This design comes from an exercise in tuning for small area and a short achievable clock period on the open sky130 flow, not from production work.
At most, simulation tests tie the RTL to the original design; equivalence was not proved.
Power and IR drop assume default switching activity.

Design pio_top, start of the top module:
module pio_top (
  input  wire logic        clk,
  input  wire logic        rst_n,
  input  wire logic        en,
  input  wire logic [54:0] cfg,
  input  wire logic        prog_we,
  input  wire logic [4:0]  prog_addr,
  input  wire logic [15:0] prog_data,
  input  wire logic        tx_wr,
  input  wire logic [31:0] tx_data,
  output logic             tx_full,
  input  wire logic [31:0] gpio_in,
  output logic [31:0]      pins_out,
  output logic [31:0]      pin_dirs,
  output logic [4:0]       pc
);
Size: ~3100 cells after synthesis, roughly 810 flip-flops, about 220 I/O pins, ~40000 um2 of cells after synthesis.
clock: 8.0 ns
lec_check: 0
cap_margin: 20
core_margin: 2
core_utilization: 40
place_density: 0.6
slew_margin: 20
run.sh (not shown) runs the stock make flow with config.mk's settings and CLKGATE_MAP_FILE= SYNTH_SCRIPT=/design/flow/synth_recipe.tcl, a recipe that flattens the netlist after the stock synthesis.
Change:
Settings changed: SETUP_SLACK_MARGIN set to 4.0.
Wire length grows by roughly a tenth.
Cell count climbs by a few percent.
Design area went up by a little under a tenth.
No functional check of the RTL was part of any run of this note.

---

## red
Another version of the RTL of pio_top (not shown whole).
Size: ~3900 cells after synthesis, ~46000 um2 of cells after synthesis.
make LEC_CHECK=0 CAP_MARGIN=20 CORE_MARGIN=2 CORE_UTILIZATION=40 CTS_CLUSTER_DIAMETER=80 CTS_CLUSTER_SIZE=22 PLACE_DENSITY=0.6 SETUP_SLACK_MARGIN=4.5 SLEW_MARGIN=20 TNS_END_PERCENT=5 finish   # period 8.0 ns
red: no failed stages, no open violations at the end
Here is what was changed in the inputs of blue compared with red.
diff --git a/flow/config.mk b/flow/config.mk
--- a/flow/config.mk
+++ b/flow/config.mk
@@ -11,2 +11,2 @@
-export CTS_CLUSTER_DIAMETER = 80
-export CTS_CLUSTER_SIZE = 22
+export CTS_CLUSTER_DIAMETER = 100
+export CTS_CLUSTER_SIZE = 30
@@ -14 +14 @@
-export SETUP_SLACK_MARGIN = 4.5
+export SETUP_SLACK_MARGIN = 4.0
@@ -16 +15,0 @@
-export TNS_END_PERCENT = 5
--- outcome ---
- In summary, blue completed successfully, with a layout that passed the timing, design-rule and antenna checks.
- Summary of blue over red: post-CTS setup repair buffer count went down by about 30%, number of violations reported at the end of detailed-routing iteration 0 down 315, number of filler instances in the final layout now sits higher, non-clock buffer count went down.
- On blue: post-synthesis to final-layout area growth is 2.2 points lower than what red gave.
- Of red and blue, red shows the lower maximum clock rate, with blue above it.
- blue vs red, startpoint of the worst setup timing path: u_sm.ir[3] vs prog_addr[3]
- Clock period minus final worst setup slack ends up higher on red.
- From blue to red, netlist area before placement did not move at all.
- Critical-path maximum fanout (lower): red
- Per the comparison of blue with red, worst hold slack went down 0.0036 ns; final cell count shows a reduction of 73.

---

== zinc ==
pio_top again, from the RTL that the note above started with.
Settings: LEC_CHECK=0, CAP_MARGIN=20, CORE_MARGIN=2, CORE_UTILIZATION=50, PLACE_DENSITY=0.65, SETUP_SLACK_MARGIN=4.0, SLEW_MARGIN=20, TNS_END_PERCENT=5; clock period 8.0 ns.
Changes in ember relative to zinc:
diff --git a/flow/config.mk b/flow/config.mk
--- a/flow/config.mk
+++ b/flow/config.mk
@@ -9,6 +9,7 @@
 export CORE_MARGIN = 2
-export CORE_UTILIZATION = 50
-export PLACE_DENSITY = 0.65
+export CORE_UTILIZATION = 40
+export CTS_CLUSTER_DIAMETER = 80
+export CTS_CLUSTER_SIZE = 22
+export PLACE_DENSITY = 0.6
 export SETUP_SLACK_MARGIN = 4.0
 export SLEW_MARGIN = 20
-export TNS_END_PERCENT = 5
Results
Summary of ember over zinc: clock power share has decreased; global-route wire length before repair has increased; storage element area has remained practically unchanged; sum of internal, switching and leakage power has decreased; share of post-route cells with drive strength above 1 has increased. Taking zinc as the reference point, the area added between synthesis and finish of ember falls by 0.97 points. Taking zinc as the reference, in ember pre-CTS setup slack dropped 0.28 ns, met1 demand-to-capacity share in global routing has decreased.
Input-level comparison between amber and ember:
diff --git a/flow/config.mk b/flow/config.mk
--- a/flow/config.mk
+++ b/flow/config.mk
@@ -9,7 +9,6 @@
 export CORE_MARGIN = 2
-export CORE_UTILIZATION = 40
-export CTS_CLUSTER_DIAMETER = 80
-export CTS_CLUSTER_SIZE = 22
-export PLACE_DENSITY = 0.6
-export SETUP_SLACK_MARGIN = 4.0
+export CORE_UTILIZATION = 50
+export PLACE_DENSITY = 0.65
+export SETUP_SLACK_MARGIN = 4.5
 export SLEW_MARGIN = 20
+export TNS_END_PERCENT = 5
Findings:
Going from ember to amber, the post-route worst hold slack was found to have gone up by 0.0086 ns. Compared with ember, in amber count of vias placed by the detailed router increased 678; sequential share of layout area decreased by 1.3 points relative to the old numbers. Of the two values seen for critical path endpoint, u_sm.ir[9]$_DFFE_PP_ was produced by ember and u_sm.ir[14]$_DFFE_PP_ by amber. Compared with ember, in amber die area now sits lower, count of non-CTS inverters in the layout moved up, final critical-path share of the clock period +1.9 points, post-synth design cell area held.
--- input diff amber..tundra ---
==> flow/config.mk <==
export PLATFORM = sky130hd
export DESIGN_NAME = pio_top
export DESIGN_NICKNAME = pio_top
export VERILOG_FILES = /design/flow/design.v
export SDC_FILE = /design/flow/constraint.sdc
export NUM_CORES = 4
export LEC_CHECK = 0
export CAP_MARGIN = 0
export CORE_MARGIN = 2
export CORE_UTILIZATION = 40
export CTS_CLUSTER_DIAMETER = 100
export CTS_CLUSTER_SIZE = 30
export PLACE_DENSITY = 0.6
export SETUP_SLACK_MARGIN = 4.0
export SLEW_MARGIN = 0
Notes after the runs:
- Looking at share of the clock period used by the worst path across tundra and amber, the one that comes out lower is tundra.
- tundra — area growth from synthesis to layout 4.5 points lower, amber as reference
- Final-report hold violation count: tundra vs amber identical
- Compared to amber, tundra has wire length on met1 about 2.2% higher.
- There was hardly any difference in synthesized-area fraction occupied by adder cells between amber and tundra.
- amber was larger in final cell area than tundra.
- tundra vs amber, level count of the clock H-tree went down by 1.
Inputs modified between tundra and nickel:
diff --git a/flow/config.mk b/flow/config.mk
--- a/flow/config.mk
+++ b/flow/config.mk
@@ -10,6 +10,7 @@
 export CORE_UTILIZATION = 40
-export CTS_CLUSTER_DIAMETER = 100
-export CTS_CLUSTER_SIZE = 30
+export CTS_CLUSTER_DIAMETER = 80
+export CTS_CLUSTER_SIZE = 22
 export PLACE_DENSITY = 0.6
-export SETUP_SLACK_MARGIN = 4.0
+export SETUP_SLACK_MARGIN = 4.5
 export SLEW_MARGIN = 0
+export TNS_END_PERCENT = 5
==> comparison <==
nickel ran in full, but the layout does not pass; the checks complain about max-capacitance violations, max-slew violations. Status: CTS sink count parity (nickel, tundra). In the flow results for nickel and tundra, the total of max-cap violations is larger on nickel. [compare] base=tundra new=nickel: final non-filler cell total picked up an extra 94, post-layout net count rose 84, worst setup slack fell 0.085 ns, via count higher. Looking at number of logic inverters in the finished layout, nickel sits 2.0% lower than tundra does.

-- re-timing with driven ports --
The results above use ideal ports. As a check the final layouts listed here were re-extracted and re-timed, cells and wires unchanged.
Step 1 sets driving cells, clkbuf_16 on the clock port and buf_2 on the other inputs (assumed; they add their load-dependent delay and slew).
Step 2 adds t to the input delays and takes it off the output delays; t is the mean of the earliest and latest rising clock arrival at the registers after step 1. Input paths then give back, and output paths get back, about the clock's delay inside the block.
a / b / c = ideal ports / drivers / drivers and shift; a / b = the first two.
| run | t (ns) | setup slack, ns | clock arrival spread, ns |
|---|---|---|---|
| the first run of note 1 | 0.726 | 1.373 / 1.373 / 1.373 | 0.030 / 0.029 |
| the second run of note 1 | 0.730 | 3.092 / 3.092 / 2.544 | 0.063 / 0.062 |
| red | 0.764 | 3.909 / 3.864 / 3.100 | 0.073 / 0.073 |
| blue | 0.732 | 3.954 / 3.920 / 3.188 | 0.078 / 0.078 |
| zinc | 0.748 | 3.834 / 3.881 / 3.134 | 0.040 / 0.041 |
| ember | 0.749 | 3.972 / 3.951 / 3.202 | 0.087 / 0.088 |
| amber | 0.744 | 3.819 / 3.819 / 3.133 | 0.043 / 0.042 |
| tundra | 0.727 | 3.962 / 3.925 / 3.198 | 0.071 / 0.070 |
| nickel | 0.768 | 3.878 / 3.831 / 3.063 | 0.073 / 0.073 |
For nickel, which loses most, drivers alone change the setup slack by -0.047 ns; drivers and shift together by -0.815 ns.
